From an optimization exercise on the open Yosys and OpenROAD flow, aimed at small area, a short achievable clock period and few clock cycles per item; shortcuts taken in it are not production practice.
No run shown here included a check of the RTL's function; only the layout flow was run.

==> design/flow/design.v <==
module pipelined_floating_point_multiplier #(
  parameter int unsigned EXPONENT_WIDTH   = 8,
  parameter int unsigned MANTISSA_WIDTH   = 23,
  parameter int unsigned ROUND_TO_NEAREST = 1
) (
  input  logic        clk,
  input  logic        rst,
  input  logic        in_valid,
  output logic        in_ready,
  input  logic [31:0] a,
  input  logic [31:0] b,
  output logic        out_valid,
  input  logic        out_ready,
  output logic [31:0] out,
  output logic        underflow_flag,
  output logic        overflow_flag,
  output logic        invalid_operation_flag
);
  logic en;
  logic r2_v;
  fpm_rdy u_rdy_port (.v(r2_v), .ordy(out_ready), .rdy(in_ready));
  fpm_rdy u_rdy_en   (.v(r2_v), .ordy(out_ready), .rdy(en));
  logic        a_s, b_s;
  logic [7:0]  a_e, b_e;
  logic [22:0] a_m, b_m;
  assign {a_s, a_e, a_m} = a;
  assign {b_s, b_e, b_m} = b;
  logic a_e1, b_e1, a_ez, b_ez;
  assign a_e1 = &a_e;
  assign b_e1 = &b_e;
  assign a_ez = ~|a_e;
  assign b_ez = ~|b_e;
  logic        r0_v;
  logic        r0_s;
  logic        r0_a_e1, r0_a_ez, r0_b_e1, r0_b_ez;
  logic [8:0]  r0_es;
  logic [22:0] r0_ma;
  logic [22:0] r0_mb;
  always_ff @(posedge clk or posedge rst) begin
    if (rst)     r0_v <= 1'b0;
    else if (en) r0_v <= in_valid;
  end
  always_ff @(posedge clk) begin
    if (en) begin
      r0_s    <= a_s ^ b_s;
      r0_a_e1 <= a_e1;
      r0_a_ez <= a_ez;
      r0_b_e1 <= b_e1;
      r0_b_ez <= b_ez;
      r0_es   <= {1'b0, a_e} + {1'b0, b_e};
      r0_ma   <= a_m;
      r0_mb   <= b_m;
    end
  end
  logic [47:15] ps, pc;
  logic         pcin;
  fpm_sigmul u_mul (.x(r0_ma), .y(r0_mb), .s(ps), .c(pc), .cin(pcin));
  logic [22:0] ym;
  assign ym = r0_mb;
  logic [23:0] za, zb;
  logic        z22, z23;
  always_comb begin
    for (int i = 0; i < 24; i++) begin
      za[i] = ~|({1'b0, r0_ma} & ((24'd1 << i) - 24'd1));
      zb[i] = ~|({1'b0, ym} & ((24'd1 << i) - 24'd1));
    end
    z22 = 1'b0;
    z23 = 1'b0;
    for (int i = 0; i <= 22; i++) z22 = z22 | (za[i] & zb[22-i]);
    for (int i = 0; i <= 23; i++) z23 = z23 | (za[i] & zb[23-i]);
  end
  logic a_nan, b_nan, a_inf, b_inf;
  logic c_nan, c_inf, c_zero, c_inv;
  logic a_mz, b_mz;
  always_comb begin
    a_mz   = ~|r0_ma;
    b_mz   = ~|ym;
    a_nan  = r0_a_e1 && !a_mz;
    b_nan  = r0_b_e1 && !b_mz;
    a_inf  = r0_a_e1 && a_mz;
    b_inf  = r0_b_e1 && b_mz;
    c_nan  = 1'b0;
    c_inf  = 1'b0;
    c_zero = 1'b0;
    c_inv  = 1'b0;
    if (a_nan || b_nan) begin
      c_nan = 1'b1;
      c_inv = (a_nan && !r0_ma[22]) || (b_nan && !ym[22]);
    end else if ((a_inf && r0_b_ez) || (r0_a_ez && b_inf)) begin
      c_nan = 1'b1;
      c_inv = 1'b1;
    end else if (a_inf || b_inf) begin
      c_inf = 1'b1;
    end else if (r0_a_ez || r0_b_ez) begin
      c_zero = 1'b1;
    end
  end
  logic        r1_s, r1_nan, r1_inf, r1_zero, r1_inv;
  logic [8:0]  r1_es;
  logic [47:15] r1_ps, r1_pc;
  logic         r1_cin;
  logic        r1_st0, r1_st1;
  logic        r1_v;
  always_ff @(posedge clk or posedge rst) begin
    if (rst)     r1_v <= 1'b0;
    else if (en) r1_v <= r0_v;
  end
  always_ff @(posedge clk) begin
    if (en) begin
      r1_s    <= r0_s;
      r1_nan  <= c_nan;
      r1_inf  <= c_inf;
      r1_zero <= c_zero;
      r1_inv  <= c_inv;
      r1_es   <= r0_es;
      r1_ps   <= ps;
      r1_pc   <= pc;
      r1_cin  <= pcin;
      r1_st0  <= !z22;              
      r1_st1  <= !z23;              
    end
  end
  logic [47:15] r1_p;
  assign r1_p = r1_ps + r1_pc + 33'(r1_cin);
  logic        hi;
  logic [22:0] man_h, man_l;
  logic        rnd_h, rnd_l;
  logic [23:0] mr_h, mr_l;
  logic [22:0] man_r;
  logic        cy;
  logic        uf, of;
  logic [7:0]  e_p1, e_p2, e_out;
  logic [7:0]  e_0;
  logic        uf0, uf1, of0, of1, m0, m1;
  always_comb begin
    e_0 = r1_es[7:0] + 8'd129;       
    uf0 = r1_es < 9'd128;            
    uf1 = r1_es < 9'd127;            
    of0 = r1_es >= 9'd382;           
    of1 = r1_es >= 9'd381;           
    m0  = r1_es == 9'd381;           
    m1  = r1_es == 9'd380;           
  end
  always_comb begin
    hi    = r1_p[47];
    man_h = r1_p[46:24];
    man_l = r1_p[45:23];
    rnd_h = r1_p[23] && (r1_st1 || man_h[0]);
    rnd_l = r1_p[22] && (r1_st0 || man_l[0]);
    mr_h  = {1'b0, man_h} + 24'(rnd_h);
    mr_l  = {1'b0, man_l} + 24'(rnd_l);
    man_r = hi ? mr_h[22:0] : mr_l[22:0];
    cy    = hi ? mr_h[23] : mr_l[23];
    uf    = hi ? uf1 : uf0;
    of    = hi ? (of1 || (m1 && mr_h[23])) : (of0 || (m0 && mr_l[23]));
    e_p1  = r1_es[7:0] + 8'd130;
    e_p2  = r1_es[7:0] + 8'd131;
    e_out = (hi && cy) ? e_p2 : (hi || cy) ? e_p1 : e_0;
  end
  logic [31:0] o_d;
  logic        uf_d, of_d, inv_d;
  always_comb begin
    o_d   = {r1_s, e_out, man_r};
    uf_d  = 1'b0;
    of_d  = 1'b0;
    inv_d = 1'b0;
    if (r1_nan) begin
      o_d   = 32'hFFC00000;
      inv_d = r1_inv;
    end else if (r1_inf) begin
      o_d = {r1_s, 8'hFF, 23'd0};
    end else if (r1_zero) begin
      o_d = {r1_s, 31'd0};
    end else if (uf) begin
      o_d  = {r1_s, 31'd0};
      uf_d = 1'b1;
    end else if (of) begin
      o_d  = {r1_s, 8'hFF, 23'd0};
      of_d = 1'b1;
    end
  end
  logic [31:0] r2_o;
  logic        r2_uf, r2_of, r2_inv;
  always_ff @(posedge clk or posedge rst) begin
    if (rst)     r2_v <= 1'b0;
    else if (en) r2_v <= r1_v;
  end
  always_ff @(posedge clk) begin
    if (en) begin
      r2_o   <= o_d;
      r2_uf  <= uf_d;
      r2_of  <= of_d;
      r2_inv <= inv_d;
    end
  end
  assign out                    = r2_o;
  assign underflow_flag         = r2_uf;
  assign overflow_flag          = r2_of;
  assign invalid_operation_flag = r2_inv;
  assign out_valid = r2_v;
endmodule
module fpm_rdy (
  input  logic v,
  input  logic ordy,
  output logic rdy
);
  assign rdy = !(v && !ordy);
endmodule
module fpm_sigmul (
  input  logic [22:0] x, y,
  output logic [47:15] s, c,
  output logic cin
);
  logic [23:0] xx;
  assign xx = {1'b1, x};
  logic [11:0] bone, btwo, bneg;
  logic [25:0] yy;
  assign yy = {1'b1, y, 1'b0};    
  always_comb begin
    for (int k = 0; k < 12; k++) begin
      bone[k] = yy[2*k+1] ^ yy[2*k];
      btwo[k] = (yy[2*k+2] & ~yy[2*k+1] & ~yy[2*k]) | (~yy[2*k+2] & yy[2*k+1] & yy[2*k]);
      bneg[k] = yy[2*k+2];
    end
  end
  logic [24:0] pp0;
  logic [24:0] pp1;
  logic [24:0] pp2;
  logic [24:0] pp3;
  logic [24:0] pp4;
  logic [24:0] pp5;
  logic [24:0] pp6;
  logic [24:0] pp7;
  logic [24:0] pp8;
  logic [24:0] pp9;
  logic [24:0] pp10;
  logic [24:0] pp11;
  always_comb begin
    pp0 = ({1'b0, xx} & {25{bone[0]}} | {xx, 1'b0} & {25{btwo[0]}}) ^ {25{bneg[0]}};
    pp1 = ({1'b0, xx} & {25{bone[1]}} | {xx, 1'b0} & {25{btwo[1]}}) ^ {25{bneg[1]}};
    pp2 = ({1'b0, xx} & {25{bone[2]}} | {xx, 1'b0} & {25{btwo[2]}}) ^ {25{bneg[2]}};
    pp3 = ({1'b0, xx} & {25{bone[3]}} | {xx, 1'b0} & {25{btwo[3]}}) ^ {25{bneg[3]}};
    pp4 = ({1'b0, xx} & {25{bone[4]}} | {xx, 1'b0} & {25{btwo[4]}}) ^ {25{bneg[4]}};
    pp5 = ({1'b0, xx} & {25{bone[5]}} | {xx, 1'b0} & {25{btwo[5]}}) ^ {25{bneg[5]}};
    pp6 = ({1'b0, xx} & {25{bone[6]}} | {xx, 1'b0} & {25{btwo[6]}}) ^ {25{bneg[6]}};
    pp7 = ({1'b0, xx} & {25{bone[7]}} | {xx, 1'b0} & {25{btwo[7]}}) ^ {25{bneg[7]}};
    pp8 = ({1'b0, xx} & {25{bone[8]}} | {xx, 1'b0} & {25{btwo[8]}}) ^ {25{bneg[8]}};
    pp9 = ({1'b0, xx} & {25{bone[9]}} | {xx, 1'b0} & {25{btwo[9]}}) ^ {25{bneg[9]}};
    pp10 = ({1'b0, xx} & {25{bone[10]}} | {xx, 1'b0} & {25{btwo[10]}}) ^ {25{bneg[10]}};
    pp11 = ({1'b0, xx} & {25{bone[11]}} | {xx, 1'b0} & {25{btwo[11]}}) ^ {25{bneg[11]}};
  end
  wire s1, c2;
  fpm_ha u_s1 (.a(bneg[8]), .b(pp0[16]), .s(s1), .c(c2));
  wire s3, c4;
  fpm_ha u_s3 (.a(pp0[17]), .b(pp1[15]), .s(s3), .c(c4));
  wire s5, c6;
  fpm_fa u_s5 (.a(bneg[9]), .b(pp0[18]), .ci(pp1[16]), .s(s5), .co(c6));
  wire s7, c8;
  fpm_ha u_s7 (.a(pp2[14]), .b(pp3[12]), .s(s7), .c(c8));
  wire s9, c10;
  fpm_fa u_s9 (.a(pp0[19]), .b(pp1[17]), .ci(pp2[15]), .s(s9), .co(c10));
  wire s11, c12;
  fpm_ha u_s11 (.a(pp3[13]), .b(pp4[11]), .s(s11), .c(c12));
  wire s13, c14;
  fpm_fa u_s13 (.a(bneg[10]), .b(pp0[20]), .ci(pp1[18]), .s(s13), .co(c14));
  wire s15, c16;
  fpm_fa u_s15 (.a(pp2[16]), .b(pp3[14]), .ci(pp4[12]), .s(s15), .co(c16));
  wire s17, c18;
  fpm_ha u_s17 (.a(pp5[10]), .b(pp6[8]), .s(s17), .c(c18));
  wire s19, c20;
  fpm_fa u_s19 (.a(pp0[21]), .b(pp1[19]), .ci(pp2[17]), .s(s19), .co(c20));
  wire s21, c22;
  fpm_fa u_s21 (.a(pp3[15]), .b(pp4[13]), .ci(pp5[11]), .s(s21), .co(c22));
  wire s23, c24;
  fpm_ha u_s23 (.a(pp6[9]), .b(pp7[7]), .s(s23), .c(c24));
  wire s25, c26;
  fpm_fa u_s25 (.a(bneg[11]), .b(pp0[22]), .ci(pp1[20]), .s(s25), .co(c26));
  wire s27, c28;
  fpm_fa u_s27 (.a(pp2[18]), .b(pp3[16]), .ci(pp4[14]), .s(s27), .co(c28));
  wire s29, c30;
  fpm_fa u_s29 (.a(pp5[12]), .b(pp6[10]), .ci(pp7[8]), .s(s29), .co(c30));
  wire s31, c32;
  fpm_ha u_s31 (.a(pp8[6]), .b(pp9[4]), .s(s31), .c(c32));
  wire s33, c34;
  fpm_fa u_s33 (.a(pp0[23]), .b(pp1[21]), .ci(pp2[19]), .s(s33), .co(c34));
  wire s35, c36;
  fpm_fa u_s35 (.a(pp3[17]), .b(pp4[15]), .ci(pp5[13]), .s(s35), .co(c36));
  wire s37, c38;
  fpm_fa u_s37 (.a(pp6[11]), .b(pp7[9]), .ci(pp8[7]), .s(s37), .co(c38));
  wire s39, c40;
  fpm_ha u_s39 (.a(pp9[5]), .b(pp10[3]), .s(s39), .c(c40));
  wire s41, c42;
  fpm_fa u_s41 (.a(x[0]), .b(pp0[24]), .ci(pp1[22]), .s(s41), .co(c42));
  wire s43, c44;
  fpm_fa u_s43 (.a(pp2[20]), .b(pp3[18]), .ci(pp4[16]), .s(s43), .co(c44));
  wire s45, c46;
  fpm_fa u_s45 (.a(pp5[14]), .b(pp6[12]), .ci(pp7[10]), .s(s45), .co(c46));
  wire s47, c48;
  fpm_fa u_s47 (.a(pp8[8]), .b(pp9[6]), .ci(pp10[4]), .s(s47), .co(c48));
  wire s49, c50;
  fpm_fa u_s49 (.a(x[1]), .b(bneg[0]), .ci(pp1[23]), .s(s49), .co(c50));
  wire s51, c52;
  fpm_fa u_s51 (.a(pp2[21]), .b(pp3[19]), .ci(pp4[17]), .s(s51), .co(c52));
  wire s53, c54;
  fpm_fa u_s53 (.a(pp5[15]), .b(pp6[13]), .ci(pp7[11]), .s(s53), .co(c54));
  wire s55, c56;
  fpm_fa u_s55 (.a(pp8[9]), .b(pp9[7]), .ci(pp10[5]), .s(s55), .co(c56));
  wire s57, c58;
  fpm_fa u_s57 (.a(x[2]), .b(bneg[0]), .ci(pp1[24]), .s(s57), .co(c58));
  wire s59, c60;
  fpm_fa u_s59 (.a(pp2[22]), .b(pp3[20]), .ci(pp4[18]), .s(s59), .co(c60));
  wire s61, c62;
  fpm_fa u_s61 (.a(pp5[16]), .b(pp6[14]), .ci(pp7[12]), .s(s61), .co(c62));
  wire s63, c64;
  fpm_fa u_s63 (.a(pp8[10]), .b(pp9[8]), .ci(pp10[6]), .s(s63), .co(c64));
  wire s65, c66;
  fpm_fa u_s65 (.a(x[3]), .b(~bneg[1]), .ci(~bneg[0]), .s(s65), .co(c66));
  wire s67, c68;
  fpm_fa u_s67 (.a(pp2[23]), .b(pp3[21]), .ci(pp4[19]), .s(s67), .co(c68));
  wire s69, c70;
  fpm_fa u_s69 (.a(pp5[17]), .b(pp6[15]), .ci(pp7[13]), .s(s69), .co(c70));
  wire s71, c72;
  fpm_fa u_s71 (.a(pp8[11]), .b(pp9[9]), .ci(pp10[7]), .s(s71), .co(c72));
  wire s73, c74;
  fpm_fa u_s73 (.a(x[4]), .b(1'b1), .ci(pp2[24]), .s(s73), .co(c74));
  wire s75, c76;
  fpm_fa u_s75 (.a(pp3[22]), .b(pp4[20]), .ci(pp5[18]), .s(s75), .co(c76));
  wire s77, c78;
  fpm_fa u_s77 (.a(pp6[16]), .b(pp7[14]), .ci(pp8[12]), .s(s77), .co(c78));
  wire s79, c80;
  fpm_ha u_s79 (.a(pp9[10]), .b(pp10[8]), .s(s79), .c(c80));
  wire s81, c82;
  fpm_fa u_s81 (.a(x[5]), .b(~bneg[2]), .ci(pp3[23]), .s(s81), .co(c82));
  wire s83, c84;
  fpm_fa u_s83 (.a(pp4[21]), .b(pp5[19]), .ci(pp6[17]), .s(s83), .co(c84));
  wire s85, c86;
  fpm_fa u_s85 (.a(pp7[15]), .b(pp8[13]), .ci(pp9[11]), .s(s85), .co(c86));
  wire s87, c88;
  fpm_fa u_s87 (.a(x[6]), .b(1'b1), .ci(pp3[24]), .s(s87), .co(c88));
  wire s89, c90;
  fpm_fa u_s89 (.a(pp4[22]), .b(pp5[20]), .ci(pp6[18]), .s(s89), .co(c90));
  wire s91, c92;
  fpm_ha u_s91 (.a(pp7[16]), .b(pp8[14]), .s(s91), .c(c92));
  wire s93, c94;
  fpm_fa u_s93 (.a(x[7]), .b(~bneg[3]), .ci(pp4[23]), .s(s93), .co(c94));
  wire s95, c96;
  fpm_fa u_s95 (.a(pp5[21]), .b(pp6[19]), .ci(pp7[17]), .s(s95), .co(c96));
  wire s97, c98;
  fpm_fa u_s97 (.a(x[8]), .b(1'b1), .ci(pp4[24]), .s(s97), .co(c98));
  wire s99, c100;
  fpm_ha u_s99 (.a(pp5[22]), .b(pp6[20]), .s(s99), .c(c100));
  wire s101, c102;
  fpm_fa u_s101 (.a(x[9]), .b(~bneg[4]), .ci(pp5[23]), .s(s101), .co(c102));
  wire s103, c104;
  fpm_ha u_s103 (.a(x[10]), .b(1'b1), .s(s103), .c(c104));
  wire s105, c106;
  fpm_ha u_s105 (.a(bneg[5]), .b(pp0[10]), .s(s105), .c(c106));
  wire s107, c108;
  fpm_ha u_s107 (.a(pp0[11]), .b(pp1[9]), .s(s107), .c(c108));
  wire s109, c110;
  fpm_fa u_s109 (.a(bneg[6]), .b(pp0[12]), .ci(pp1[10]), .s(s109), .co(c110));
  wire s111, c112;
  fpm_ha u_s111 (.a(pp2[8]), .b(pp3[6]), .s(s111), .c(c112));
  wire s113, c114;
  fpm_fa u_s113 (.a(pp0[13]), .b(pp1[11]), .ci(pp2[9]), .s(s113), .co(c114));
  wire s115, c116;
  fpm_ha u_s115 (.a(pp3[7]), .b(pp4[5]), .s(s115), .c(c116));
  wire s117, c118;
  fpm_fa u_s117 (.a(bneg[7]), .b(pp0[14]), .ci(pp1[12]), .s(s117), .co(c118));
  wire s119, c120;
  fpm_fa u_s119 (.a(pp2[10]), .b(pp3[8]), .ci(pp4[6]), .s(s119), .co(c120));
  wire s121, c122;
  fpm_ha u_s121 (.a(pp5[4]), .b(pp6[2]), .s(s121), .c(c122));
  wire s123, c124;
  fpm_fa u_s123 (.a(pp0[15]), .b(pp1[13]), .ci(pp2[11]), .s(s123), .co(c124));
  wire s125, c126;
  fpm_fa u_s125 (.a(pp3[9]), .b(pp4[7]), .ci(pp5[5]), .s(s125), .co(c126));
  wire s127, c128;
  fpm_ha u_s127 (.a(pp6[3]), .b(pp7[1]), .s(s127), .c(c128));
  wire s129, c130;
  fpm_fa u_s129 (.a(pp1[14]), .b(pp2[12]), .ci(pp3[10]), .s(s129), .co(c130));
  wire s131, c132;
  fpm_fa u_s131 (.a(pp4[8]), .b(pp5[6]), .ci(pp6[4]), .s(s131), .co(c132));
  wire s133, c134;
  fpm_fa u_s133 (.a(pp7[2]), .b(pp8[0]), .ci(s1), .s(s133), .co(c134));
  wire s135, c136;
  fpm_fa u_s135 (.a(pp2[13]), .b(pp3[11]), .ci(pp4[9]), .s(s135), .co(c136));
  wire s137, c138;
  fpm_fa u_s137 (.a(pp5[7]), .b(pp6[5]), .ci(pp7[3]), .s(s137), .co(c138));
  wire s139, c140;
  fpm_fa u_s139 (.a(pp8[1]), .b(c2), .ci(s3), .s(s139), .co(c140));
  wire s141, c142;
  fpm_fa u_s141 (.a(pp4[10]), .b(pp5[8]), .ci(pp6[6]), .s(s141), .co(c142));
  wire s143, c144;
  fpm_fa u_s143 (.a(pp7[4]), .b(pp8[2]), .ci(pp9[0]), .s(s143), .co(c144));
  wire s145, c146;
  fpm_fa u_s145 (.a(c4), .b(s7), .ci(s5), .s(s145), .co(c146));
  wire s147, c148;
  fpm_fa u_s147 (.a(pp5[9]), .b(pp6[7]), .ci(pp7[5]), .s(s147), .co(c148));
  wire s149, c150;
  fpm_fa u_s149 (.a(pp8[3]), .b(pp9[1]), .ci(c8), .s(s149), .co(c150));
  wire s151, c152;
  fpm_fa u_s151 (.a(s11), .b(c6), .ci(s9), .s(s151), .co(c152));
  wire s153, c154;
  fpm_fa u_s153 (.a(pp7[6]), .b(pp8[4]), .ci(pp9[2]), .s(s153), .co(c154));
  wire s155, c156;
  fpm_fa u_s155 (.a(pp10[0]), .b(c12), .ci(s17), .s(s155), .co(c156));
  wire s157, c158;
  fpm_fa u_s157 (.a(c10), .b(s13), .ci(s15), .s(s157), .co(c158));
  wire s159, c160;
  fpm_fa u_s159 (.a(pp8[5]), .b(pp9[3]), .ci(pp10[1]), .s(s159), .co(c160));
  wire s161, c162;
  fpm_fa u_s161 (.a(c18), .b(s23), .ci(c14), .s(s161), .co(c162));
  wire s163, c164;
  fpm_fa u_s163 (.a(c16), .b(s19), .ci(s21), .s(s163), .co(c164));
  wire s165, c166;
  fpm_fa u_s165 (.a(pp10[2]), .b(pp11[0]), .ci(c24), .s(s165), .co(c166));
  wire s167, c168;
  fpm_fa u_s167 (.a(s31), .b(c20), .ci(c22), .s(s167), .co(c168));
  wire s169, c170;
  fpm_fa u_s169 (.a(s25), .b(s27), .ci(s29), .s(s169), .co(c170));
  wire s171, c172;
  fpm_fa u_s171 (.a(pp11[1]), .b(c32), .ci(s39), .s(s171), .co(c172));
  wire s173, c174;
  fpm_fa u_s173 (.a(c26), .b(c28), .ci(c30), .s(s173), .co(c174));
  wire s175, c176;
  fpm_fa u_s175 (.a(s33), .b(s35), .ci(s37), .s(s175), .co(c176));
  wire s177, c178;
  fpm_fa u_s177 (.a(pp11[2]), .b(c40), .ci(c34), .s(s177), .co(c178));
  wire s179, c180;
  fpm_fa u_s179 (.a(c36), .b(c38), .ci(s41), .s(s179), .co(c180));
  wire s181, c182;
  fpm_fa u_s181 (.a(s43), .b(s45), .ci(s47), .s(s181), .co(c182));
  wire s183, c184;
  fpm_fa u_s183 (.a(pp11[3]), .b(s49), .ci(c42), .s(s183), .co(c184));
  wire s185, c186;
  fpm_fa u_s185 (.a(c44), .b(c46), .ci(c48), .s(s185), .co(c186));
  wire s187, c188;
  fpm_fa u_s187 (.a(s51), .b(s53), .ci(s55), .s(s187), .co(c188));
  wire s189, c190;
  fpm_fa u_s189 (.a(pp11[4]), .b(s57), .ci(c50), .s(s189), .co(c190));
  wire s191, c192;
  fpm_fa u_s191 (.a(c52), .b(c54), .ci(c56), .s(s191), .co(c192));
  wire s193, c194;
  fpm_fa u_s193 (.a(s59), .b(s61), .ci(s63), .s(s193), .co(c194));
  wire s195, c196;
  fpm_fa u_s195 (.a(pp11[5]), .b(s65), .ci(c58), .s(s195), .co(c196));
  wire s197, c198;
  fpm_fa u_s197 (.a(c60), .b(c62), .ci(c64), .s(s197), .co(c198));
  wire s199, c200;
  fpm_fa u_s199 (.a(s67), .b(s69), .ci(s71), .s(s199), .co(c200));
  wire s201, c202;
  fpm_fa u_s201 (.a(pp11[6]), .b(c66), .ci(s79), .s(s201), .co(c202));
  wire s203, c204;
  fpm_fa u_s203 (.a(s73), .b(c68), .ci(c70), .s(s203), .co(c204));
  wire s205, c206;
  fpm_fa u_s205 (.a(c72), .b(s75), .ci(s77), .s(s205), .co(c206));
  wire s207, c208;
  fpm_fa u_s207 (.a(pp10[9]), .b(pp11[7]), .ci(c80), .s(s207), .co(c208));
  wire s209, c210;
  fpm_fa u_s209 (.a(s81), .b(c74), .ci(c76), .s(s209), .co(c210));
  wire s211, c212;
  fpm_fa u_s211 (.a(c78), .b(s83), .ci(s85), .s(s211), .co(c212));
  wire s213, c214;
  fpm_fa u_s213 (.a(pp9[12]), .b(pp10[10]), .ci(pp11[8]), .s(s213), .co(c214));
  wire s215, c216;
  fpm_fa u_s215 (.a(s91), .b(s87), .ci(c82), .s(s215), .co(c216));
  wire s217, c218;
  fpm_fa u_s217 (.a(c84), .b(c86), .ci(s89), .s(s217), .co(c218));
  wire s219, c220;
  fpm_fa u_s219 (.a(pp8[15]), .b(pp9[13]), .ci(pp10[11]), .s(s219), .co(c220));
  wire s221, c222;
  fpm_fa u_s221 (.a(pp11[9]), .b(c92), .ci(s93), .s(s221), .co(c222));
  wire s223, c224;
  fpm_fa u_s223 (.a(c88), .b(c90), .ci(s95), .s(s223), .co(c224));
  wire s225, c226;
  fpm_fa u_s225 (.a(pp7[18]), .b(pp8[16]), .ci(pp9[14]), .s(s225), .co(c226));
  wire s227, c228;
  fpm_fa u_s227 (.a(pp10[12]), .b(pp11[10]), .ci(s99), .s(s227), .co(c228));
  wire s229, c230;
  fpm_fa u_s229 (.a(s97), .b(c94), .ci(c96), .s(s229), .co(c230));
  wire s231, c232;
  fpm_fa u_s231 (.a(pp6[21]), .b(pp7[19]), .ci(pp8[17]), .s(s231), .co(c232));
  wire s233, c234;
  fpm_fa u_s233 (.a(pp9[15]), .b(pp10[13]), .ci(pp11[11]), .s(s233), .co(c234));
  wire s235, c236;
  fpm_fa u_s235 (.a(c100), .b(s101), .ci(c98), .s(s235), .co(c236));
  wire s237, c238;
  fpm_fa u_s237 (.a(s103), .b(pp5[24]), .ci(pp6[22]), .s(s237), .co(c238));
  wire s239, c240;
  fpm_fa u_s239 (.a(pp7[20]), .b(pp8[18]), .ci(pp9[16]), .s(s239), .co(c240));
  wire s241, c242;
  fpm_fa u_s241 (.a(pp10[14]), .b(pp11[12]), .ci(c102), .s(s241), .co(c242));
  wire s243, c244;
  fpm_fa u_s243 (.a(x[11]), .b(c104), .ci(~bneg[5]), .s(s243), .co(c244));
  wire s245, c246;
  fpm_fa u_s245 (.a(pp6[23]), .b(pp7[21]), .ci(pp8[19]), .s(s245), .co(c246));
  wire s247, c248;
  fpm_fa u_s247 (.a(pp9[17]), .b(pp10[15]), .ci(pp11[13]), .s(s247), .co(c248));
  wire s249, c250;
  fpm_fa u_s249 (.a(x[12]), .b(1'b1), .ci(pp6[24]), .s(s249), .co(c250));
  wire s251, c252;
  fpm_fa u_s251 (.a(pp7[22]), .b(pp8[20]), .ci(pp9[18]), .s(s251), .co(c252));
  wire s253, c254;
  fpm_ha u_s253 (.a(pp10[16]), .b(pp11[14]), .s(s253), .c(c254));
  wire s255, c256;
  fpm_fa u_s255 (.a(x[13]), .b(~bneg[6]), .ci(pp7[23]), .s(s255), .co(c256));
  wire s257, c258;
  fpm_fa u_s257 (.a(pp8[21]), .b(pp9[19]), .ci(pp10[17]), .s(s257), .co(c258));
  wire s259, c260;
  fpm_fa u_s259 (.a(x[14]), .b(1'b1), .ci(pp7[24]), .s(s259), .co(c260));
  wire s261, c262;
  fpm_ha u_s261 (.a(pp8[22]), .b(pp9[20]), .s(s261), .c(c262));
  wire s263, c264;
  fpm_fa u_s263 (.a(x[15]), .b(~bneg[7]), .ci(pp8[23]), .s(s263), .co(c264));
  wire s265, c266;
  fpm_ha u_s265 (.a(x[16]), .b(1'b1), .s(s265), .c(c266));
  wire s267, c268;
  fpm_ha u_s267 (.a(bneg[3]), .b(pp0[6]), .s(s267), .c(c268));
  wire s269, c270;
  fpm_ha u_s269 (.a(pp0[7]), .b(pp1[5]), .s(s269), .c(c270));
  wire s271, c272;
  fpm_fa u_s271 (.a(bneg[4]), .b(pp0[8]), .ci(pp1[6]), .s(s271), .co(c272));
  wire s273, c274;
  fpm_ha u_s273 (.a(pp2[4]), .b(pp3[2]), .s(s273), .c(c274));
  wire s275, c276;
  fpm_fa u_s275 (.a(pp0[9]), .b(pp1[7]), .ci(pp2[5]), .s(s275), .co(c276));
  wire s277, c278;
  fpm_ha u_s277 (.a(pp3[3]), .b(pp4[1]), .s(s277), .c(c278));
  wire s279, c280;
  fpm_fa u_s279 (.a(pp1[8]), .b(pp2[6]), .ci(pp3[4]), .s(s279), .co(c280));
  wire s281, c282;
  fpm_fa u_s281 (.a(pp4[2]), .b(pp5[0]), .ci(s105), .s(s281), .co(c282));
  wire s283, c284;
  fpm_fa u_s283 (.a(pp2[7]), .b(pp3[5]), .ci(pp4[3]), .s(s283), .co(c284));
  wire s285, c286;
  fpm_fa u_s285 (.a(pp5[1]), .b(c106), .ci(s107), .s(s285), .co(c286));
  wire s287, c288;
  fpm_fa u_s287 (.a(pp4[4]), .b(pp5[2]), .ci(pp6[0]), .s(s287), .co(c288));
  wire s289, c290;
  fpm_fa u_s289 (.a(c108), .b(s111), .ci(s109), .s(s289), .co(c290));
  wire s291, c292;
  fpm_fa u_s291 (.a(pp5[3]), .b(pp6[1]), .ci(c112), .s(s291), .co(c292));
  wire s293, c294;
  fpm_fa u_s293 (.a(s115), .b(c110), .ci(s113), .s(s293), .co(c294));
  wire s295, c296;
  fpm_fa u_s295 (.a(pp7[0]), .b(c116), .ci(s121), .s(s295), .co(c296));
  wire s297, c298;
  fpm_fa u_s297 (.a(c114), .b(s117), .ci(s119), .s(s297), .co(c298));
  wire s299, c300;
  fpm_fa u_s299 (.a(c122), .b(s127), .ci(c118), .s(s299), .co(c300));
  wire s301, c302;
  fpm_fa u_s301 (.a(c120), .b(s123), .ci(s125), .s(s301), .co(c302));
  wire s303, c304;
  fpm_fa u_s303 (.a(c128), .b(c124), .ci(c126), .s(s303), .co(c304));
  wire s305, c306;
  fpm_fa u_s305 (.a(s129), .b(s131), .ci(s133), .s(s305), .co(c306));
  wire s307, c308;
  fpm_fa u_s307 (.a(c130), .b(c132), .ci(s135), .s(s307), .co(c308));
  wire s309, c310;
  fpm_fa u_s309 (.a(s137), .b(c134), .ci(s139), .s(s309), .co(c310));
  wire s311, c312;
  fpm_fa u_s311 (.a(c136), .b(c138), .ci(s141), .s(s311), .co(c312));
  wire s313, c314;
  fpm_fa u_s313 (.a(s143), .b(c140), .ci(s145), .s(s313), .co(c314));
  wire s315, c316;
  fpm_fa u_s315 (.a(c142), .b(c144), .ci(s147), .s(s315), .co(c316));
  wire s317, c318;
  fpm_fa u_s317 (.a(s149), .b(c146), .ci(s151), .s(s317), .co(c318));
  wire s319, c320;
  fpm_fa u_s319 (.a(c148), .b(s153), .ci(c150), .s(s319), .co(c320));
  wire s321, c322;
  fpm_fa u_s321 (.a(s155), .b(c152), .ci(s157), .s(s321), .co(c322));
  wire s323, c324;
  fpm_fa u_s323 (.a(c154), .b(s159), .ci(c156), .s(s323), .co(c324));
  wire s325, c326;
  fpm_fa u_s325 (.a(s161), .b(c158), .ci(s163), .s(s325), .co(c326));
  wire s327, c328;
  fpm_fa u_s327 (.a(c160), .b(s165), .ci(c162), .s(s327), .co(c328));
  wire s329, c330;
  fpm_fa u_s329 (.a(c164), .b(s167), .ci(s169), .s(s329), .co(c330));
  wire s331, c332;
  fpm_fa u_s331 (.a(c166), .b(s171), .ci(c168), .s(s331), .co(c332));
  wire s333, c334;
  fpm_fa u_s333 (.a(c170), .b(s173), .ci(s175), .s(s333), .co(c334));
  wire s335, c336;
  fpm_fa u_s335 (.a(c172), .b(s177), .ci(c174), .s(s335), .co(c336));
  wire s337, c338;
  fpm_fa u_s337 (.a(c176), .b(s179), .ci(s181), .s(s337), .co(c338));
  wire s339, c340;
  fpm_fa u_s339 (.a(c178), .b(s183), .ci(c180), .s(s339), .co(c340));
  wire s341, c342;
  fpm_fa u_s341 (.a(c182), .b(s185), .ci(s187), .s(s341), .co(c342));
  wire s343, c344;
  fpm_fa u_s343 (.a(c184), .b(c186), .ci(s189), .s(s343), .co(c344));
  wire s345, c346;
  fpm_fa u_s345 (.a(c188), .b(s191), .ci(s193), .s(s345), .co(c346));
  wire s347, c348;
  fpm_fa u_s347 (.a(s195), .b(c190), .ci(c192), .s(s347), .co(c348));
  wire s349, c350;
  fpm_fa u_s349 (.a(c194), .b(s197), .ci(s199), .s(s349), .co(c350));
  wire s351, c352;
  fpm_fa u_s351 (.a(s201), .b(c196), .ci(c198), .s(s351), .co(c352));
  wire s353, c354;
  fpm_fa u_s353 (.a(c200), .b(s203), .ci(s205), .s(s353), .co(c354));
  wire s355, c356;
  fpm_fa u_s355 (.a(s207), .b(c202), .ci(c204), .s(s355), .co(c356));
  wire s357, c358;
  fpm_fa u_s357 (.a(c206), .b(s209), .ci(s211), .s(s357), .co(c358));
  wire s359, c360;
  fpm_fa u_s359 (.a(s213), .b(c208), .ci(c210), .s(s359), .co(c360));
  wire s361, c362;
  fpm_fa u_s361 (.a(s215), .b(c212), .ci(s217), .s(s361), .co(c362));
  wire s363, c364;
  fpm_fa u_s363 (.a(c214), .b(s219), .ci(s221), .s(s363), .co(c364));
  wire s365, c366;
  fpm_fa u_s365 (.a(c216), .b(c218), .ci(s223), .s(s365), .co(c366));
  wire s367, c368;
  fpm_fa u_s367 (.a(c220), .b(s225), .ci(s227), .s(s367), .co(c368));
  wire s369, c370;
  fpm_fa u_s369 (.a(c222), .b(c224), .ci(s229), .s(s369), .co(c370));
  wire s371, c372;
  fpm_fa u_s371 (.a(c226), .b(s231), .ci(s233), .s(s371), .co(c372));
  wire s373, c374;
  fpm_fa u_s373 (.a(c228), .b(c230), .ci(s235), .s(s373), .co(c374));
  wire s375, c376;
  fpm_fa u_s375 (.a(c232), .b(c234), .ci(s237), .s(s375), .co(c376));
  wire s377, c378;
  fpm_fa u_s377 (.a(s239), .b(s241), .ci(c236), .s(s377), .co(c378));
  wire s379, c380;
  fpm_fa u_s379 (.a(s243), .b(c238), .ci(c240), .s(s379), .co(c380));
  wire s381, c382;
  fpm_fa u_s381 (.a(s245), .b(s247), .ci(c242), .s(s381), .co(c382));
  wire s383, c384;
  fpm_fa u_s383 (.a(c244), .b(s253), .ci(s249), .s(s383), .co(c384));
  wire s385, c386;
  fpm_fa u_s385 (.a(c246), .b(c248), .ci(s251), .s(s385), .co(c386));
  wire s387, c388;
  fpm_fa u_s387 (.a(pp11[15]), .b(c254), .ci(s255), .s(s387), .co(c388));
  wire s389, c390;
  fpm_fa u_s389 (.a(c250), .b(c252), .ci(s257), .s(s389), .co(c390));
  wire s391, c392;
  fpm_fa u_s391 (.a(pp10[18]), .b(pp11[16]), .ci(s261), .s(s391), .co(c392));
  wire s393, c394;
  fpm_fa u_s393 (.a(s259), .b(c256), .ci(c258), .s(s393), .co(c394));
  wire s395, c396;
  fpm_fa u_s395 (.a(pp9[21]), .b(pp10[19]), .ci(pp11[17]), .s(s395), .co(c396));
  wire s397, c398;
  fpm_fa u_s397 (.a(c262), .b(s263), .ci(c260), .s(s397), .co(c398));
  wire s399, c400;
  fpm_fa u_s399 (.a(s265), .b(pp8[24]), .ci(pp9[22]), .s(s399), .co(c400));
  wire s401, c402;
  fpm_fa u_s401 (.a(pp10[20]), .b(pp11[18]), .ci(c264), .s(s401), .co(c402));
  wire s403, c404;
  fpm_fa u_s403 (.a(x[17]), .b(c266), .ci(~bneg[8]), .s(s403), .co(c404));
  wire s405, c406;
  fpm_fa u_s405 (.a(pp9[23]), .b(pp10[21]), .ci(pp11[19]), .s(s405), .co(c406));
  wire s407, c408;
  fpm_fa u_s407 (.a(x[18]), .b(1'b1), .ci(pp9[24]), .s(s407), .co(c408));
  wire s409, c410;
  fpm_ha u_s409 (.a(pp10[22]), .b(pp11[20]), .s(s409), .c(c410));
  wire s411, c412;
  fpm_fa u_s411 (.a(x[19]), .b(~bneg[9]), .ci(pp10[23]), .s(s411), .co(c412));
  wire s413, c414;
  fpm_ha u_s413 (.a(x[20]), .b(1'b1), .s(s413), .c(c414));
  wire s415, c416;
  fpm_ha u_s415 (.a(bneg[2]), .b(pp0[4]), .s(s415), .c(c416));
  wire s417, c418;
  fpm_ha u_s417 (.a(pp0[5]), .b(pp1[3]), .s(s417), .c(c418));
  wire s419, c420;
  fpm_fa u_s419 (.a(pp1[4]), .b(pp2[2]), .ci(pp3[0]), .s(s419), .co(c420));
  wire s421, c422;
  fpm_fa u_s421 (.a(pp2[3]), .b(pp3[1]), .ci(c268), .s(s421), .co(c422));
  wire s423, c424;
  fpm_fa u_s423 (.a(pp4[0]), .b(c270), .ci(s273), .s(s423), .co(c424));
  wire s425, c426;
  fpm_fa u_s425 (.a(c274), .b(s277), .ci(c272), .s(s425), .co(c426));
  wire s427, c428;
  fpm_fa u_s427 (.a(c278), .b(c276), .ci(s279), .s(s427), .co(c428));
  wire s429, c430;
  fpm_fa u_s429 (.a(c280), .b(s283), .ci(c282), .s(s429), .co(c430));
  wire s431, c432;
  fpm_fa u_s431 (.a(c284), .b(s287), .ci(c286), .s(s431), .co(c432));
  wire s433, c434;
  fpm_fa u_s433 (.a(c288), .b(s291), .ci(c290), .s(s433), .co(c434));
  wire s435, c436;
  fpm_fa u_s435 (.a(c292), .b(s295), .ci(c294), .s(s435), .co(c436));
  wire s437, c438;
  fpm_fa u_s437 (.a(c296), .b(s299), .ci(c298), .s(s437), .co(c438));
  wire s439, c440;
  fpm_fa u_s439 (.a(c300), .b(c302), .ci(s303), .s(s439), .co(c440));
  wire s441, c442;
  fpm_fa u_s441 (.a(c304), .b(s307), .ci(c306), .s(s441), .co(c442));
  wire s443, c444;
  fpm_fa u_s443 (.a(c308), .b(s311), .ci(c310), .s(s443), .co(c444));
  wire s445, c446;
  fpm_fa u_s445 (.a(c312), .b(s315), .ci(c314), .s(s445), .co(c446));
  wire s447, c448;
  fpm_fa u_s447 (.a(c316), .b(s319), .ci(c318), .s(s447), .co(c448));
  wire s449, c450;
  fpm_fa u_s449 (.a(s323), .b(c320), .ci(c322), .s(s449), .co(c450));
  wire s451, c452;
  fpm_fa u_s451 (.a(c324), .b(s327), .ci(c326), .s(s451), .co(c452));
  wire s453, c454;
  fpm_fa u_s453 (.a(c328), .b(s331), .ci(c330), .s(s453), .co(c454));
  wire s455, c456;
  fpm_fa u_s455 (.a(c332), .b(s335), .ci(c334), .s(s455), .co(c456));
  wire s457, c458;
  fpm_fa u_s457 (.a(c336), .b(s339), .ci(c338), .s(s457), .co(c458));
  wire s459, c460;
  fpm_fa u_s459 (.a(c340), .b(s343), .ci(c342), .s(s459), .co(c460));
  wire s461, c462;
  fpm_fa u_s461 (.a(c344), .b(s347), .ci(c346), .s(s461), .co(c462));
  wire s463, c464;
  fpm_fa u_s463 (.a(c348), .b(s351), .ci(c350), .s(s463), .co(c464));
  wire s465, c466;
  fpm_fa u_s465 (.a(s355), .b(c352), .ci(c354), .s(s465), .co(c466));
  wire s467, c468;
  fpm_fa u_s467 (.a(s359), .b(c356), .ci(c358), .s(s467), .co(c468));
  wire s469, c470;
  fpm_fa u_s469 (.a(s363), .b(c360), .ci(c362), .s(s469), .co(c470));
  wire s471, c472;
  fpm_fa u_s471 (.a(s367), .b(c364), .ci(c366), .s(s471), .co(c472));
  wire s473, c474;
  fpm_fa u_s473 (.a(s371), .b(c368), .ci(c370), .s(s473), .co(c474));
  wire s475, c476;
  fpm_fa u_s475 (.a(c372), .b(s375), .ci(c374), .s(s475), .co(c476));
  wire s477, c478;
  fpm_fa u_s477 (.a(c376), .b(s379), .ci(s381), .s(s477), .co(c478));
  wire s479, c480;
  fpm_fa u_s479 (.a(s383), .b(c380), .ci(s385), .s(s479), .co(c480));
  wire s481, c482;
  fpm_fa u_s481 (.a(s387), .b(c384), .ci(c386), .s(s481), .co(c482));
  wire s483, c484;
  fpm_fa u_s483 (.a(s391), .b(c388), .ci(c390), .s(s483), .co(c484));
  wire s485, c486;
  fpm_fa u_s485 (.a(s395), .b(c392), .ci(c394), .s(s485), .co(c486));
  wire s487, c488;
  fpm_fa u_s487 (.a(c396), .b(s399), .ci(s401), .s(s487), .co(c488));
  wire s489, c490;
  fpm_fa u_s489 (.a(s403), .b(c400), .ci(s405), .s(s489), .co(c490));
  wire s491, c492;
  fpm_fa u_s491 (.a(c404), .b(s409), .ci(s407), .s(s491), .co(c492));
  wire s493, c494;
  fpm_fa u_s493 (.a(pp11[21]), .b(c410), .ci(s411), .s(s493), .co(c494));
  wire s495, c496;
  fpm_fa u_s495 (.a(s413), .b(pp10[24]), .ci(pp11[22]), .s(s495), .co(c496));
  wire s497, c498;
  fpm_fa u_s497 (.a(x[21]), .b(c414), .ci(~bneg[10]), .s(s497), .co(c498));
  wire s499, c500;
  fpm_ha u_s499 (.a(x[22]), .b(1'b1), .s(s499), .c(c500));
  wire s501, c502;
  fpm_ha u_s501 (.a(bneg[1]), .b(pp0[2]), .s(s501), .c(c502));
  wire s503, c504;
  fpm_ha u_s503 (.a(pp0[3]), .b(pp1[1]), .s(s503), .c(c504));
  wire s505, c506;
  fpm_fa u_s505 (.a(pp1[2]), .b(pp2[0]), .ci(s415), .s(s505), .co(c506));
  wire s507, c508;
  fpm_fa u_s507 (.a(pp2[1]), .b(c416), .ci(s417), .s(s507), .co(c508));
  wire s509, c510;
  fpm_fa u_s509 (.a(c418), .b(s267), .ci(s419), .s(s509), .co(c510));
  wire s511, c512;
  fpm_fa u_s511 (.a(s269), .b(c420), .ci(s421), .s(s511), .co(c512));
  wire s513, c514;
  fpm_fa u_s513 (.a(s271), .b(c422), .ci(s423), .s(s513), .co(c514));
  wire s515, c516;
  fpm_fa u_s515 (.a(s275), .b(c424), .ci(s425), .s(s515), .co(c516));
  wire s517, c518;
  fpm_fa u_s517 (.a(s281), .b(c426), .ci(s427), .s(s517), .co(c518));
  wire s519, c520;
  fpm_fa u_s519 (.a(s285), .b(c428), .ci(s429), .s(s519), .co(c520));
  wire s521, c522;
  fpm_fa u_s521 (.a(s289), .b(s431), .ci(c430), .s(s521), .co(c522));
  wire s523, c524;
  fpm_fa u_s523 (.a(s293), .b(c432), .ci(s433), .s(s523), .co(c524));
  wire s525, c526;
  fpm_fa u_s525 (.a(s297), .b(s435), .ci(c434), .s(s525), .co(c526));
  wire s527, c528;
  fpm_fa u_s527 (.a(s301), .b(s437), .ci(c436), .s(s527), .co(c528));
  wire s529, c530;
  fpm_fa u_s529 (.a(s305), .b(c438), .ci(s439), .s(s529), .co(c530));
  wire s531, c532;
  fpm_fa u_s531 (.a(s309), .b(c440), .ci(s441), .s(s531), .co(c532));
  wire s533, c534;
  fpm_fa u_s533 (.a(s313), .b(c442), .ci(s443), .s(s533), .co(c534));
  wire s535, c536;
  fpm_fa u_s535 (.a(s317), .b(c444), .ci(s445), .s(s535), .co(c536));
  wire s537, c538;
  fpm_fa u_s537 (.a(s321), .b(c446), .ci(s447), .s(s537), .co(c538));
  wire s539, c540;
  fpm_fa u_s539 (.a(s325), .b(c448), .ci(s449), .s(s539), .co(c540));
  wire s541, c542;
  fpm_fa u_s541 (.a(s329), .b(s451), .ci(c450), .s(s541), .co(c542));
  wire s543, c544;
  fpm_fa u_s543 (.a(s333), .b(s453), .ci(c452), .s(s543), .co(c544));
  wire s545, c546;
  fpm_fa u_s545 (.a(s337), .b(s455), .ci(c454), .s(s545), .co(c546));
  wire s547, c548;
  fpm_fa u_s547 (.a(s341), .b(c456), .ci(s457), .s(s547), .co(c548));
  wire s549, c550;
  fpm_fa u_s549 (.a(s345), .b(c458), .ci(s459), .s(s549), .co(c550));
  wire s551, c552;
  fpm_fa u_s551 (.a(s349), .b(c460), .ci(s461), .s(s551), .co(c552));
  wire s553, c554;
  fpm_fa u_s553 (.a(s353), .b(c462), .ci(s463), .s(s553), .co(c554));
  wire s555, c556;
  fpm_fa u_s555 (.a(s357), .b(s465), .ci(c464), .s(s555), .co(c556));
  wire s557, c558;
  fpm_fa u_s557 (.a(s361), .b(s467), .ci(c466), .s(s557), .co(c558));
  wire s559, c560;
  fpm_fa u_s559 (.a(s365), .b(s469), .ci(c468), .s(s559), .co(c560));
  wire s561, c562;
  fpm_fa u_s561 (.a(s369), .b(s471), .ci(c470), .s(s561), .co(c562));
  wire s563, c564;
  fpm_fa u_s563 (.a(s373), .b(s473), .ci(c472), .s(s563), .co(c564));
  wire s565, c566;
  fpm_fa u_s565 (.a(s377), .b(s475), .ci(c474), .s(s565), .co(c566));
  wire s567, c568;
  fpm_fa u_s567 (.a(c378), .b(s477), .ci(c476), .s(s567), .co(c568));
  wire s569, c570;
  fpm_fa u_s569 (.a(c382), .b(s479), .ci(c478), .s(s569), .co(c570));
  wire s571, c572;
  fpm_fa u_s571 (.a(s389), .b(s481), .ci(c480), .s(s571), .co(c572));
  wire s573, c574;
  fpm_fa u_s573 (.a(s393), .b(s483), .ci(c482), .s(s573), .co(c574));
  wire s575, c576;
  fpm_fa u_s575 (.a(s397), .b(s485), .ci(c484), .s(s575), .co(c576));
  wire s577, c578;
  fpm_fa u_s577 (.a(c398), .b(s487), .ci(c486), .s(s577), .co(c578));
  wire s579, c580;
  fpm_fa u_s579 (.a(c402), .b(s489), .ci(c488), .s(s579), .co(c580));
  wire s581, c582;
  fpm_fa u_s581 (.a(c406), .b(s491), .ci(c490), .s(s581), .co(c582));
  wire s583, c584;
  fpm_fa u_s583 (.a(c408), .b(s493), .ci(c492), .s(s583), .co(c584));
  wire s585, c586;
  fpm_fa u_s585 (.a(c412), .b(s495), .ci(c494), .s(s585), .co(c586));
  wire s587, c588;
  fpm_fa u_s587 (.a(pp11[23]), .b(s497), .ci(c496), .s(s587), .co(c588));
  wire s589, c590;
  fpm_fa u_s589 (.a(s499), .b(pp11[24]), .ci(c498), .s(s589), .co(c590));
  wire s591, c592;
  fpm_fa u_s591 (.a(1'b1), .b(c500), .ci(~bneg[11]), .s(s591), .co(c592));
  logic [47:0] r0, r1;
  logic [15:0] lsum;
  assign r0 = {c590, c588, c586, c584, c582, c580, c578, c576, c574, c572, c570, c568, c566, c564, c562, c560, c558, c556, c554, c552, c550, c548, c546, c544, c542, c540, c538, c536, c534, c532, c530, c528, c526, c524, c522, c520, c518, c516, c514, c512, c510, c508, c506, c504, c502, s501, pp0[1], bneg[0]};
  assign r1 = {s591, s589, s587, s585, s583, s581, s579, s577, s575, s573, s571, s569, s567, s565, s563, s561, s559, s557, s555, s553, s551, s549, s547, s545, s543, s541, s539, s537, s535, s533, s531, s529, s527, s525, s523, s521, s519, s517, s515, s513, s511, s509, s507, s505, s503, pp1[0], 1'b0, pp0[0]};
  assign lsum = {1'b0, r0[14:0]} + {1'b0, r1[14:0]};
  assign cin = lsum[15];
  assign s = r0[47:15];
  assign c = r1[47:15];
endmodule
module fpm_fa (
  input  logic a, b, ci,
  output logic s, co
);
  assign s  = a ^ b ^ ci;
  assign co = (a & b) | (a & ci) | (b & ci);
endmodule
module fpm_ha (
  input  logic a, b,
  output logic s, c
);
  assign s = a ^ b;
  assign c = a & b;
endmodule
==> design/flow/flow/run.sh <==
#!/bin/bash
# Standard layout, with the port buffers as buf_2 cells instead of the
# default choice. Each tool's output goes to a log file in this folder.
set -e

export BUFFER_PORTS_ARGS="-buffer_cell sky130_fd_sc_hd__buf_2"
bash standard.sh > standard.log 2>&1
==> design/flow/standard.sh <==
#!/bin/bash
# synth_recipe.tcl (not shown) runs the flow's synth.tcl, then flattens the netlist and writes it again
# the make line also repeats each setting of config.mk as NAME=value (left out here)
make -C /OpenROAD-flow-scripts/flow DESIGN_CONFIG=/design/flow/config.mk WORK_HOME=/design/flow/orfs CLKGATE_MAP_FILE= SYNTH_SCRIPT=/design/flow/synth_recipe.tcl "${@:-finish}"
==> design/flow/config.mk <==
export PLATFORM = sky130hd
export DESIGN_NAME = pipelined_floating_point_multiplier
export DESIGN_NICKNAME = pipelined_floating_point_multiplier
export VERILOG_FILES = /design/flow/design.v
export SDC_FILE = /design/flow/constraint.sdc
export NUM_CORES = 4
export LEC_CHECK = 0
export CAP_MARGIN = 20
export CORE_MARGIN = 2
export CORE_UTILIZATION = 40
export SETUP_SLACK_MARGIN = 4.8
export SLEW_MARGIN = 20
export SYNTH_HIERARCHICAL = 1
==> design/flow/constraint.sdc <==
create_clock -name core_clock -period 9.0 [get_ports {clk}]
set_input_delay 1.8000 -clock core_clock [delete_from_list [all_inputs] [get_ports {clk}]]
set_output_delay 1.8000 -clock core_clock [all_outputs]
set_load 0.01 [all_outputs]
==> results of run 1 <==
[critical path: cells and delay by family (launching register included)]
kind	cells	cell delay, ns
AOI/OAI and AO/OA	2	0.28
adders and majority gates	6	2.86
buffers and inverters	2	0.35
DFF	1	0.55
[layout make-up]
class,instances,share of cell area (%)
Multi-Input combinational cell,2374,66.15
Clock inverter,15,0.7051
Inverter,33,0.5005
Clock buffer,17,1.480
Sequential cell,181,18.85
Tap cell,846,3.682
Timing Repair Buffer,274,8.631
[Yosys stat by module, one instance, submodules excluded]
module                               times used  cell area, um2  cells inside
fpm_ha                                       32           12.51             1
fpm_sigmul                                    1            9415          1725
fpm_fa                                      264           20.02             1
pipelined_floating_point_multiplier           1           10210           899
fpm_rdy                                       2           6.256             1
[layer usage]
layer | share of wire [%] | up-vias | track usage, %
met5 | 0 | - | 0
met4 | 3.7 | 0 | 8.008
met3 | 13 | 224 | 6.754
met2 | 43 | 1608 | 39.45
met1 | 41 | 11772 | 39.60
li1 | - | 10384 | -
[repair_timing]
item,4_1_cts,5_1_grt
resized for setup,152,149
setup buffers,36,53
cloned,13,24
pin swaps,14,59
endpoints found under the setup margin,90,66
[cell families after synthesis]
family	count (synthesis)	synth area share, %
AOI/OAI and AO/OA	1047	25.89
muxes	6	0.2618
buffers and inverters	396	7.737
DFF	181	21.40
other	2	0.02965
and+or+nand+nor	814	14.76
adders and majority gates	383	26.55
xor gates and xnor gates	93	3.364
[cells in the final DEF, fill, tap and decap left out, types with 15 or more instances in the layout]
cell,n
a211oi_1,21
a21o_1,15
a21oi_1,151
a21oi_2,15
a221oi_1,29
a22oi_1,177
buf_12,17
buf_2,107
buf_4,95
buf_6,34
clkbuf_16,27
edfxtp_1,178
fa_1,241
fa_2,24
ha_1,86
inv_1,28
maj3_1,23
nand2_1,285
nand2b_1,28
nand3_1,41
nand4_1,26
nor2_1,249
nor2b_1,23
nor3_1,22
o21a_1,54
o21ai_0,395
o21ai_1,29
o22ai_1,67
xnor2_1,47
xor2_1,25
[state kept, by name, summed over array words and instances (netlist names), 9 cells and up]
signal,flops
r1_es,9
r1_ps,33
r0_es,9
r0_mb,23
r0_ma,23
r2_o,32
r1_pc,33
[final timing paths]
kind,endpoint,slack [ns],from,cells after the start
setup / recovery,r1_pc[25]$_DFFE_PP_,4.69,r0_mb[3]$_DFFE_PP_,10
max in group asynchronous,r2_v$_DFFE_PP0P_,7.72,rst,2
hold / removal,r1_es[3]$_DFFE_PP_,0.42,r0_es[3]$_DFFE_PP_,0
hold reg to reg,r1_es[3]$_DFFE_PP_,0.42,r0_es[3]$_DFFE_PP_,0
min in group asynchronous,r1_v$_DFFE_PP0P_,1.15,rst,2
setup reg to reg,r1_pc[25]$_DFFE_PP_,4.69,r0_mb[3]$_DFFE_PP_,10
[metrics by stage]
stage               setup slack (ns)  std cells
detailed placement             3.798       3581
global route                   4.611       3740
floorplan                      4.800       2933
global placement               3.877       3581
CTS                            4.799       3662
finish                         4.692       3740
==> key figures, run 1 <==
Finish
  • Fill count: 6,005
  • Ant diodes: 0
  • Final core occ: 45.74%
  • Fin nets: 3,309
  • Layout area overhead: 13.51%
  • Multi-input combinational cell area: ~19,000 um2
  • Register area: 5420 um2
  • Fraction of layout cells with a size suffix above 1: 17.93%
  • Post-route cell area: ~29,000 um2

Detailed routing
  • Initial DRC Count: roughly 3,600
  • Final wirelength: 94,840 um
  • Via count: 23,988
  • Routed Antenna Nets: 0
  • DRC errors left: 0
  • Via density: 6.414
  • WL/cell: 25.36 um
  • Detailed Routing Iterations Pass 1: 7

STA
  • Slew headroom: a little under a third
  • Final setup skew: 0.03059 ns
  • Final hold slack: ~0.42 ns
  • Crit path time final: 4.308 ns
  • Pins Over Slew Limit: 0
  • RSZ-0062 raised after global routing: yes
  • FMAX: 232.1 MHz
  • Final hold vios: 0
  • # setup viols final: 0
  • Fin crit share: 47.87%
  • Final setup TNS: 0 ns
  • Slew @ Worst Pin: around 1.0 ns

Logic synthesis
  • Cell count after synthesis: 2,922
  • Top cell type's share of synthesized area: 21.11%
  • #FFs+latches synth: 181
  • Synthesized area: 25,330 um2
  • Post-synth top area cell: edfxtp_1
  • Synth unique cells: 93
  • Most common library cells after synthesis: 408 x o21ai_0, 300 x nand2_1, 265 x fa_1
  • Main area contributors after synthesis: edfxtp_1 21%, fa_1 21%, o21ai_0 8.1%
  • Most common cell in the netlist: o21ai_0
  • Post-synth ARST share: 1.657%
  • Sequential area share after synthesis: 21.40%
  • Number of flops mapped to enable cells by yosys: about 180
  • Syn_area_per_cell: approximately 8.7 um2
  • Yosys Warn Count: 8
  • Main synth FF type: edfxtp_1

Place
  • HPWL Detailed: 60,310 um
  • Routability Congestion: 0.9725
  • Placed instance area: 25,620 um2
  • Port Buffers: 104

Global route
  • First-pass GRT wire length: about 140,000 um
  • Pin count of the biggest net entering global routing: ~180
  • Initial antenna violation count: 1
  • GRT Residual Overflow: 0
  • Tot GR Track Use: 27.10%
  • Number of global-route vias before repair: 21,646

Floorplanning
  • Die Wd: 255.6 um
  • Die area: ~65,000 um2
  • FP Rows: 92
  • Top Ports: 105
  • Core area: 62,850 um2
  • Initial core utilization: 40.30%
  • Chip height: 255.6 um

CTS
  • TritonCTS Buffers: 17
  • CTS max path bufs: 2
  • Clock Tree Root: clkbuf_16
  • CTS sink count: 181
  • TritonCTS clock tree: done
  • Worst skew pair latency: 0.51 ns
  • Hold-fix buffers, CTS: 0
  • Clk slew on worst S/H paths: ~0.08 ns
  • H-tree lvl count: 4

Setup path
  • Cell mode on critical path: fa_1
  • Crit path DAT: 4.54 ns
  • CP endpoint kind: flop
  • CP Class: flop to flop
  • Crit path launch type: flop
  • Slowest CP cell: fa_1
  • Worst-path fanout max: 8
  • Req. time, crit path: 9.24 ns
  • Crit-path cells: buf_12 -> buf_12 -> maj3_1 -> o22ai_1 -> a21oi_2 -> fa_1 -> fa_1 -> fa_2 -> fa_1 -> fa_1
  • Slowest stage delay, CP: 0.59 ns

Status
  • Run status: finished clean

Job
  • Max-cap violations: 0

Worst hold path
  • HP Class: flop to flop
==> run 2, diff against run 1 <==
--- a/design/flow/design.v
+++ b/design/flow/design.v
@@ -56,3 +56,6 @@
   logic         pcin;
-  fpm_sigmul u_mul (.x(r0_ma), .y(r0_mb), .s(ps), .c(pc), .cin(pcin));
+  logic [11:0] bone, btwo, bneg;
+  fpm_benc   u_benc (.y(r0_mb), .bone(bone), .btwo(btwo), .bneg(bneg));
+  fpm_sigmul u_mul (.x(r0_ma), .bone(bone), .btwo(btwo), .bneg(bneg),
+                    .s(ps), .c(pc), .cin(pcin));
   logic [22:0] ym;
@@ -201,2 +204,16 @@
 endmodule
+module fpm_benc (
+  input  logic [22:0] y,
+  output logic [11:0] bone, btwo, bneg
+);
+  logic [25:0] yy;
+  assign yy = {1'b1, y, 1'b0};
+  always_comb begin
+    for (int k = 0; k < 12; k++) begin
+      bone[k] = yy[2*k+1] ^ yy[2*k];
+      btwo[k] = (yy[2*k+2] & ~yy[2*k+1] & ~yy[2*k]) | (~yy[2*k+2] & yy[2*k+1] & yy[2*k]);
+      bneg[k] = yy[2*k+2];
+    end
+  end
+endmodule
 module fpm_rdy (
@@ -209,3 +226,4 @@
 module fpm_sigmul (
-  input  logic [22:0] x, y,
+  input  logic [22:0] x,
+  input  logic [11:0] bone, btwo, bneg,
   output logic [47:15] s, c,
@@ -215,12 +233,2 @@
   assign xx = {1'b1, x};
-  logic [11:0] bone, btwo, bneg;
-  logic [25:0] yy;
-  assign yy = {1'b1, y, 1'b0};    
-  always_comb begin
-    for (int k = 0; k < 12; k++) begin
-      bone[k] = yy[2*k+1] ^ yy[2*k];
-      btwo[k] = (yy[2*k+2] & ~yy[2*k+1] & ~yy[2*k]) | (~yy[2*k+2] & yy[2*k+1] & yy[2*k]);
-      bneg[k] = yy[2*k+2];
-    end
-  end
   logic [24:0] pp0;
==> design/flow/flow/run.sh (replaced) <==
#!/bin/bash
# Standard layout, with the port buffers as buf_1 cells instead of the
# default choice. Each tool's output goes to a log file in this folder.
set -e

export BUFFER_PORTS_ARGS="-buffer_cell sky130_fd_sc_hd__buf_1"
bash standard.sh > standard.log 2>&1
--- a/design/flow/config.mk
+++ b/design/flow/config.mk
@@ -10,3 +10,3 @@
 export CORE_UTILIZATION = 40
-export SETUP_SLACK_MARGIN = 4.8
+export SETUP_SLACK_MARGIN = 4.95
 export SLEW_MARGIN = 20
==> run 2 against run 1 <==
Compared with the run above: setup slack gained 0.0061 ns; worst hold slack is essentially flat; clock skew shrank 0.0062 ns; die area shrank 11%; wire length shrank 21%; non-clock buffer count grew 96; via count shrank 23%; cell count shrank 19%; register-to-register slack is essentially flat; largest cell class unchanged; highest routed layer unchanged.
==> key figures, run 2 <==
Status
  • Run status: finished clean

STA
  • Pins Over Slew Limit: 0 (unchanged)
  • FMAX: 232.4 MHz (+0.14%)
  • Slew headroom: 25.83% (-5.6 points)
  • Fin crit share: 47.80% (-0.067 points)
  • RSZ-0062 raised after global routing: yes
  • Final hold vios: 0 (unchanged)
  • # setup viols final: 0 (unchanged)
  • Final WS setup: 4.698 ns (+0.006070 ns)

Logic synthesis
  • Synth unique cells: 85 (-8.6%)
  • Top cell type's share of synthesized area: 23.76% (+2.7 points)
  • Synthesized area: 22,500 um2 (-11%)
  • Post-synth top area cell: edfxtp_1
  • Main synth FF type: edfxtp_1
  • Yosys Warn Count: 9 (+1)
  • #FFs+latches synth: 181 (unchanged)
  • Most common cell in the netlist: xnor2_1
  • Post-synth ARST share: 1.657% (unchanged)
  • Sequential area share after synthesis: 24.09% (+2.7 points)
  • Most common library cells after synthesis: 316 x xnor2_1, 265 x fa_1, 264 x a22oi_1
  • Number of flops mapped to enable cells by yosys: 178 (unchanged)
  • Main area contributors after synthesis: edfxtp_1 24%, fa_1 24%, xnor2_1 12%

Finish
  • Multi-input combinational cell area: 17,580 um2 (-7.6%)
  • Fraction of layout cells with a size suffix above 1: 26.00% (+8.1 points)
  • Top Registers: r1_pc x33, r1_ps x33, r2_o x32
  • Final non-filler cell total: 3,033 (-19%)
  • Commonest non-fill, non-tap cell in the layout: xnor2_1
  • Register area: 5420 um2 (unchanged)
  • Layout area overhead: 23.97%
  • Fill count: 4,781 (-20%)
  • Post-route cell area: 27,890 um2 (-3.0%)

Global route
  • Initial antenna violation count: 0 (-1)
  • Tot GR Track Use: 25.17% (-1.9 points)
  • First-pass GRT wire length: 109,600 um (-20%)
  • Pin count of the biggest net entering global routing: 63 (-65%)
  • Number of global-route vias before repair: 18,084 (-16%)

Job
  • Max-cap violations: 0 (unchanged)

CTS
  • CTS sink count: 181 (unchanged)
  • Worst skew pair latency: 0.51 ns (about the same)
  • Clk slew on worst S/H paths: 0.07 ns (about the same)
  • H-tree lvl count: 4 (unchanged)
  • CTS max path bufs: 2 (unchanged)

Floorplanning
  • Top Ports: 105 (unchanged)
  • Core area: 55,310 um2 (-12%)
  • Die area: 58,150 um2 (-11%)
  • Initial core utilization: 40.68% (+0.38 points)
  • FP Rows: 86 (-6.5%)

Place
  • Place WS: 3.559 ns (-0.2381 ns)
  • HPWL Detailed: 43,380 um (-28%)
  • Placed instance area: 22,940 um2 (-10%)

Detailed routing
  • Routed Antenna Nets: 0 (unchanged)
  • Detailed Routing Iterations Pass 1: 6 (-1)
  • Initial DRC Count: 2,103 (-42%)
  • DRC errors left: 0 (unchanged)
  • Via density: 6.112 (-4.7%)

Setup path
  • Flop-to-flop setup slack: 4.70 ns (about the same)
  • Crit-path cells: buf_12 -> nand3b_1 -> o21ai_4 -> buf_6 -> buf_4 -> a22oi_2 -> xnor2_1 -> fa_1 -> fa_2 -> fa_2 -> fa_2 -> fa_2
  • CP Class: flop to flop
  • CP endpoint kind: flop
  • Req. time, crit path: 9.23 ns (about the same)
  • Crit path launch type: flop
  • Slowest stage delay, CP: 0.56 ns (-0.03 ns)
  • Slowest CP cell: fa_2
  • Cell mode on critical path: fa_2
  • Worst-path fanout max: 4 (-4)
  • Crit path DAT: 4.53 ns (about the same)
-- run 2: cell types whose count changed after synthesis, sizes merged, moves of 17 or more --
cell and change:
o21ai -368, a22oi +85, nor2b -20, clkbuf -140, o21a -50, a21oi -77, a221oi -48, nand3 -17
o22ai -63, xnor2 +262, maj3 -23, nand2 -216, nor2 -173
-- run 2: per-module statistics from Yosys (local to each module, per instance) --
module,cells inside,cell area (um2),flip-flops and latches
fpm_benc,58,402.9,0
fpm_fa,1,20.02,0
fpm_ha,1,12.51,0
fpm_rdy,1,6.256,0
fpm_sigmul,831,6195,0
pipelined_floating_point_multiplier,917,10200,181
-- run 2: metal layers --
| metal | GRT usage (%) | wire length [um] | part of all wire [%] |
|---|---|---|---|
| met5 | 0 | 0 | 0 |
| met4 | 11.19 | 3711 | 5.0 |
| met3 | 7.206 | 8325 | 11 |
| met2 | 37.63 | 32500 | 44 |
| met1 | 33.92 | 30130 | 40 |
-- run 2: final timing paths --
check	start	end	cells after the start
max in group asynchronous	rst	r2_v$_DFFE_PP0P_	2
min	r0_es[7]$_DFFE_PP_	r1_es[7]$_DFFE_PP_	0
min reg2reg	r0_es[7]$_DFFE_PP_	r1_es[7]$_DFFE_PP_	0
min in group asynchronous	rst	r0_v$_DFFE_PP0P_	2
max	r0_mb[5]$_DFFE_PP_	r1_pc[25]$_DFFE_PP_	12
max reg2reg	r0_mb[5]$_DFFE_PP_	r1_pc[25]$_DFFE_PP_	12
-- run 2: cells by family (layout without fill, tap and decap cells) --
kind of cell,count (synthesis),count (layout),synth area share [%]
AO/OA/AOI/OAI,558,559,17.38
XOR/XNOR,357,357,13.90
adder cells (fa/ha/maj),360,360,28.87
buffers and inverters,274,440,6.841
flip-flops,181,181,24.09
multiplexers,11,11,0.5061
other,2,12,0.03338
AND/OR/NAND/NOR,361,365,8.382
-- run 2: critical path: cells and delay by family (launching register included) --
| family | cells | cell delay, ns |
|---|---|---|
| adder cells (fa/ha/maj) | 5 | 2.39 |
| flip-flops | 1 | 0.47 |
| buffers and inverters | 3 | 0.44 |
| XOR/XNOR | 1 | 0.33 |
| AO/OA/AOI/OAI | 2 | 0.20 |
| AND/OR/NAND/NOR | 1 | 0.19 |
-- run 2: layout make-up --
cell class,instances,area share (%)
Clock buffer,18,1.539
Clock inverter,14,0.5653
Sequential cell,181,19.44
Multi-Input combinational cell,1664,63.03
Timing Repair Buffer,370,11.57
Tap cell,748,3.356
Inverter,38,0.5115
-- run 2: what timing repair did --
| action | in CTS | in global routing |
|---|---|---|
| buffers inserted | 99 | 76 |
| setup endpoints to repair | 88 | 75 |
| gates cloned | 32 | 4 |
| resized for setup | 279 | 222 |
| pin swaps | 82 | 129 |

## afterwards: timing with drivers on the ports
The results above use ideal ports. As a check the final layouts listed here were re-extracted and re-timed, cells and wires unchanged.
Step 1, drivers: a clkbuf_16 drives clk and a buf_2 each remaining input, both assumed.
Step 2 moves the port delays by t, midway between the first and last clock arrival at a register: inputs arrive t later, outputs are due t later. That takes back most of the time a late clock gives input paths.
Three values: ideal ports, drivers, drivers and shift; two values: the first two.
run	shift t [ns]	setup WS [ns]	worst register clock-pin slew, ns	pins driven straight from the clock port
run 1	0.562	4.692 / 4.692 / 4.692	0.10 / 0.10	1
run 2	0.551	4.698 / 4.698 / 4.698	0.08 / 0.08	1
After both steps setup and hold are still met in every run listed.
